This design comes from an exercise in tuning for small area on the open sky130 flow, not from production work. Function was checked by simulation only, so behaviour that the tests miss may differ from the original. No driver is modelled on the clock port, so clocking that relies on it looks cheaper here than on a real chip. No activity file was given, so power comes from the tool's default toggle rates.

Design tsp_coord_loader, start of the top module:
module tsp_coord_loader #(
  parameter int         NCITY   = tsp_pkg::NCITY,
  parameter int         COORD_W = tsp_pkg::COORD_W,
  parameter logic [7:0] HDR     = tsp_pkg::HDR,
  parameter int         TIMEOUT = tsp_pkg::TIMEOUT,
  localparam int        IDX_W   = $clog2(NCITY)
) (
  input  logic               clk,
  input  logic               rst,
  input  logic [7:0]         in_data,
  input  logic               in_valid,
  output logic               in_ready,
  output logic [NCITY*COORD_W-1:0] xs,   
  output logic [NCITY*COORD_W-1:0] ys,   
  output logic [IDX_W:0]     n_cities,
  output logic               coord_valid,
  output logic               solver_rst,
  output logic               err
);
  localparam int             TO_W    = $clog2(TIMEOUT + 1);
  localparam logic [TO_W-1:0] TO_LAST = TO_W'(TIMEOUT - 1);
  tsp_pkg::ld_state_t state;
  logic [IDX_W:0]   n_lat;      
  logic [IDX_W-1:0] idx;        
  logic [7:0]       sum;        
  logic [TO_W-1:0]  idle_cnt;   
  logic             accept;
  logic             wr_x, wr_y;
  logic [COORD_W-1:0] xs_r [NCITY];   
  logic [COORD_W-1:0] ys_r [NCITY];
  for (genvar g = 0; g < NCITY; g++) begin : g_flat
    assign xs[g*COORD_W +: COORD_W] = xs_r[g];
  ...
export LEC_CHECK = 0
export CAP_MARGIN = 20
export CORE_MARGIN = 2
export CORE_UTILIZATION = 65
export SLEW_MARGIN = 20
create_clock -name core_clock -period 5.0 [get_ports {clk}]
run.sh (not shown) runs the stock make flow with config.mk's settings and CLKGATE_MAP_FILE= SYNTH_SCRIPT=/design/flow/synth_recipe.tcl, a recipe that flattens the netlist after the stock synthesis.
The starting point ended with an error in I/O pin placement (PPL-0024).
Next try:
==> flow/flow/run.sh (new file) <==
#!/bin/bash
# Standard ORFS layout, with the port buffers that global placement inserts
# made from the smallest plain buffer instead of the library default.
set -euo pipefail
export BUFFER_PORTS_ARGS="-buffer_cell sky130_fd_sc_hd__buf_1"
bash standard.sh > standard.log 2>&1
==> flow/standard.sh (new file) <==
#!/bin/bash
# synth_recipe.tcl (not shown) runs the flow's synth.tcl, then flattens the netlist and writes it again
# the make line also repeats each setting of config.mk as NAME=value (left out here)
make -C /OpenROAD-flow-scripts/flow DESIGN_CONFIG=/design/flow/config.mk WORK_HOME=/design/flow/orfs CLKGATE_MAP_FILE= SYNTH_SCRIPT=/design/flow/synth_recipe.tcl "${@:-finish}"
Settings changed: CORE_UTILIZATION 65 to 40.
removed: flow/run.sh
This time the run passed the timing, DRC and antenna checks.
Synthesized area stays the same.
Synthesized cell count stays the same.

---

tsp_coord_loader, a different RTL version from the one above (not shown whole).
Size in the first run: roughly 3700 cells after synthesis, about 0.033 mm² of cells after synthesis.
## tsp_coord_loader
module tsp_coord_loader #(
  parameter int         NCITY   = tsp_pkg::NCITY,
  parameter int         COORD_W = tsp_pkg::COORD_W,
  parameter logic [7:0] HDR     = tsp_pkg::HDR,
  parameter int         TIMEOUT = tsp_pkg::TIMEOUT,
  localparam int        IDX_W   = $clog2(NCITY)
) (
  input  logic               clk,
  input  logic               rst,
  input  logic [7:0]         in_data,
  input  logic               in_valid,
  output logic               in_ready,
  output logic [NCITY*COORD_W-1:0] xs,   
  output logic [NCITY*COORD_W-1:0] ys,   
  output logic [IDX_W:0]     n_cities,
  output logic               coord_valid,
  output logic               solver_rst,
  output logic               err
);
clock: 5.0 ns
lec_check: 0
cap_margin: 20
core_aspect_ratio: 0.25
core_margin: 2
core_utilization: 72
slew_margin: 20
standard.sh (not shown) runs the stock make flow with config.mk's settings and CLKGATE_MAP_FILE= SYNTH_SCRIPT=/design/flow/synth_recipe.tcl, a recipe that flattens the netlist after the stock synthesis.
==> flow/flow/run.sh <==
#!/bin/bash
# Standard ORFS layout with these changes: the port buffers that global
# placement inserts are the smallest plain buffer; CTS builds its tree from
# clkbuf_8 in clusters of up to 18 sinks without dummy
# balancing loads; after CTS, leaf buffers whose sinks would see a slow
# clock edge are upsized (flow/post_cts.tcl).
set -euo pipefail
export BUFFER_PORTS_ARGS="-buffer_cell sky130_fd_sc_hd__buf_1"
export CTS_ARGS="-sink_clustering_enable -repair_clock_nets -dont_use_dummy_load -buf_list sky130_fd_sc_hd__clkbuf_8 -sink_clustering_size 18 -sink_clustering_max_diameter 50"
export POST_CTS_TCL="$PWD/flow/post_cts.tcl"
bash standard.sh > standard.log 2>&1
==> flow/flow/post_cts.tcl <==
# Upsize each leaf clock buffer whose sinks would see a slow clock edge
# (placement-estimated slew above 106 ps) to clkbuf_16, then legalize.
estimate_parasitics -placement
set upsized 0
foreach inst [get_cells clkbuf_leaf_*] {
  set out [get_pins -of_objects $inst -filter "direction==output"]
  set worst 0
  foreach p [get_pins -of_objects [get_nets -of_objects $out] -filter "direction==input"] {
    foreach e {rise fall} {
      set s [get_property $p slew_max_$e]
      if {$s > $worst} { set worst $s }
    }
  }
  if {$worst > 0.106} {
    puts "post_cts: [get_full_name $inst] worst sink slew $worst, upsized"
    replace_cell $inst sky130_fd_sc_hd__clkbuf_16
    incr upsized
  }
}
puts "post_cts: upsized $upsized leaf clock buffers"
if {$upsized > 0} {
  detailed_placement
  check_placement -verbose
  estimate_parasitics -placement
}
The starting point completed with no timing, DRC or antenna violations.
Rerun with:
==> flow/flow/run.sh (replaced) <==
#!/bin/bash
# Standard ORFS layout with two changes: the port buffers that global
# placement inserts are the smallest plain buffer, and CTS builds its tree
# from clkbuf_8 (root clkbuf_16) in clusters of up to 16 sinks without dummy
# balancing loads.
set -euo pipefail
export BUFFER_PORTS_ARGS="-buffer_cell sky130_fd_sc_hd__buf_1"
export CTS_ARGS="-sink_clustering_enable -repair_clock_nets -dont_use_dummy_load -buf_list sky130_fd_sc_hd__clkbuf_8 -root_buf sky130_fd_sc_hd__clkbuf_16 -sink_clustering_size 16 -sink_clustering_max_diameter 25"
bash standard.sh > standard.log 2>&1
--- a/flow/config.mk
+++ b/flow/config.mk
@@ -6,7 +6,7 @@
 export NUM_CORES = 4
 export LEC_CHECK = 0
-export CAP_MARGIN = 20
+export CAP_MARGIN = 10
 export CORE_ASPECT_RATIO = 0.25
 export CORE_MARGIN = 2
-export CORE_UTILIZATION = 72
-export SLEW_MARGIN = 20
+export CORE_UTILIZATION = 76
+export SLEW_MARGIN = 10
removed: flow/flow/post_cts.tcl
Now the flow reached the layout checks and failed them: antenna rules; die area went down by about 5%; synthesized cell count does not change; via count went up by 0.46%.
Rerun with:
--- a/flow/config.mk
+++ b/flow/config.mk
@@ -6,7 +6,7 @@
 export NUM_CORES = 4
 export LEC_CHECK = 0
-export CAP_MARGIN = 10
+export CAP_MARGIN = 20
 export CORE_ASPECT_RATIO = 0.25
 export CORE_MARGIN = 2
-export CORE_UTILIZATION = 76
-export SLEW_MARGIN = 10
+export CORE_UTILIZATION = 72
+export SLEW_MARGIN = 20
What happened:
- With this change the flow went through all stages and came out clean
- cell count went up by about 0.7%
- die area went up by about 5.4%
- register-to-register slack gets better by 0.18 ns
- count of clock-buffer cells in the layout stays the same
- total power is about the same
- area after synthesis does not change
- combinational power went down by 2.4%
Rerun with:
==> flow/flow/run.sh (replaced) <==
#!/bin/bash
# Standard ORFS layout with these changes: the port buffers that global
# placement inserts are the smallest plain buffer; CTS builds its tree from
# clkbuf_8 (root clkbuf_16) in clusters of up to 20 sinks without dummy
# balancing loads; after CTS, leaf buffers whose sinks would see a slow
# clock edge are upsized (flow/post_cts.tcl).
set -euo pipefail
export BUFFER_PORTS_ARGS="-buffer_cell sky130_fd_sc_hd__buf_1"
export CTS_ARGS="-sink_clustering_enable -repair_clock_nets -dont_use_dummy_load -buf_list sky130_fd_sc_hd__clkbuf_8 -root_buf sky130_fd_sc_hd__clkbuf_16 -sink_clustering_size 20 -sink_clustering_max_diameter 30"
export POST_CTS_TCL="$PWD/flow/post_cts.tcl"
bash standard.sh > standard.log 2>&1
==> flow/flow/post_cts.tcl (new file) <==
# Upsize each leaf clock buffer whose sinks would see a slow clock edge
# (placement-estimated slew above 95 ps) to clkbuf_16, then legalize.
estimate_parasitics -placement
set upsized 0
foreach inst [get_cells clkbuf_leaf_*] {
  set out [get_pins -of_objects $inst -filter "direction==output"]
  set worst 0
  foreach p [get_pins -of_objects [get_nets -of_objects $out] -filter "direction==input"] {
    foreach e {rise fall} {
      set s [get_property $p slew_max_$e]
      if {$s > $worst} { set worst $s }
    }
  }
  if {$worst > 0.095} {
    puts "post_cts: [get_full_name $inst] worst sink slew $worst, upsized"
    replace_cell $inst sky130_fd_sc_hd__clkbuf_16
    incr upsized
  }
}
puts "post_cts: upsized $upsized leaf clock buffers"
if {$upsized > 0} {
  detailed_placement
  check_placement -verbose
  estimate_parasitics -placement
}
Outcome: The new run produced a clean layout. Final area climbs by about 1%. Count of clock-buffer cells in the layout drops by 18. Routed wire length climbs by 1.2%. Area after synthesis is unchanged. Cell count drops by 0.41%. Via count climbs by about 0.8%. Combinational power hardly moves. Die area stays the same. Non-clock buffer count drops by 1. Total power climbs by 5.2%. Register-to-register slack loses 0.17 ns.

---

## run C
Another version of the RTL of tsp_coord_loader (not shown whole).
For scale: about 2600 cells after synthesis, ~33000 µm² of cells after synthesis.
Settings: LEC_CHECK=0, CAP_MARGIN=20, CORE_ASPECT_RATIO=0.25, CORE_MARGIN=2, CORE_UTILIZATION=72, SLEW_MARGIN=20; clock period 5.0 ns.
==> flow/flow/run.sh <==
#!/bin/bash
# Standard ORFS layout with two changes: the port buffers that global
# placement inserts are the smallest plain buffer, and CTS builds its tree
# from clkbuf_8 (root clkbuf_16) in clusters of up to 18 sinks without dummy
# balancing loads.
set -euo pipefail
export BUFFER_PORTS_ARGS="-buffer_cell sky130_fd_sc_hd__buf_1"
export CTS_ARGS="-sink_clustering_enable -repair_clock_nets -dont_use_dummy_load -buf_list sky130_fd_sc_hd__clkbuf_8 -root_buf sky130_fd_sc_hd__clkbuf_16 -sink_clustering_size 18 -sink_clustering_max_diameter 25"
bash standard.sh > standard.log 2>&1
The following lists how run D was set up differently from run C:
==> flow/flow/run.sh <==
#!/bin/bash
# Standard ORFS layout with two changes: the port buffers that global
# placement inserts are the smallest plain buffer, and CTS builds its tree
# from clkbuf_8 (root clkbuf_16) in clusters of up to 17 sinks without dummy
# balancing loads.
set -euo pipefail
export BUFFER_PORTS_ARGS="-buffer_cell sky130_fd_sc_hd__buf_1"
export CTS_ARGS="-sink_clustering_enable -repair_clock_nets -dont_use_dummy_load -buf_list sky130_fd_sc_hd__clkbuf_8 -root_buf sky130_fd_sc_hd__clkbuf_16 -sink_clustering_size 17 -sink_clustering_max_diameter 25"
bash standard.sh > standard.log 2>&1
[summary]
Compared with run C, in run D clock-buffer cell count saw an increase, minimum clock period after layout went up by 0.014 ns, combinational group share of total power comparable.
Number of port buffers delta (run D -> run C): insignificant
~same final area in run D and run C
Run D -> run C: sequential share of layout area flat
Looking at achievable frequency, run D sits about 0.4% lower than run C does.
Run D ends up with lower critical path depth than run C does.
state[1]$_DFF_PP0_ as the critical path capture point was reported by run C, and ys_r[22][2]$_DFF_P_ by run D.
The lower total via count in the routed design of run D and run C is in run D.

what the ideal ports hide:
How much do the figures lean on ideal ports? The routed layouts below were timed once more, with nothing changed but the port constraints.
Step 1, drivers: a clkbuf_16 drives clk and a buf_2 each remaining input, both assumed.
Step 2 adds t to the input delays and takes it off the output delays; t is the mean of the earliest and latest rising clock arrival at the registers after step 1. Input paths then give back, and output paths get back, about the clock's delay inside the block.
Three values: ideal ports, drivers, drivers and shift; two values: the first two.
run	shift t [ns]	setup WS [ns]	latest minus earliest clock arrival (ns)	slew at the worst register clock pin (ns)	cell pins on the clock port's net
the second run of note 1	0.722	1.451 / 1.451 / 1.078	0.048 / 0.048	0.07 / 0.07	1
the first run of note 2	0.735	1.649 / 1.649 / 1.293	0.070 / 0.070	0.12 / 0.12	1
the second run of note 2	0.672	1.659 / 1.659 / 1.242	0.053 / 0.053	0.11 / 0.11	1
the third run of note 2	0.672	1.836 / 1.836 / 1.298	0.054 / 0.054	0.11 / 0.11	1
the fourth run of note 2	0.715	1.666 / 1.666 / 1.289	0.020 / 0.020	0.10 / 0.10	1
run C	0.697	1.534 / 1.534 / 0.841	0.053 / 0.053	0.12 / 0.12	1
run D	0.679	1.520 / 1.537 / 0.858	0.054 / 0.054	0.11 / 0.11	1
For run C, which loses most, drivers alone change the setup slack by 0.000 ns; drivers and shift together by -0.693 ns.
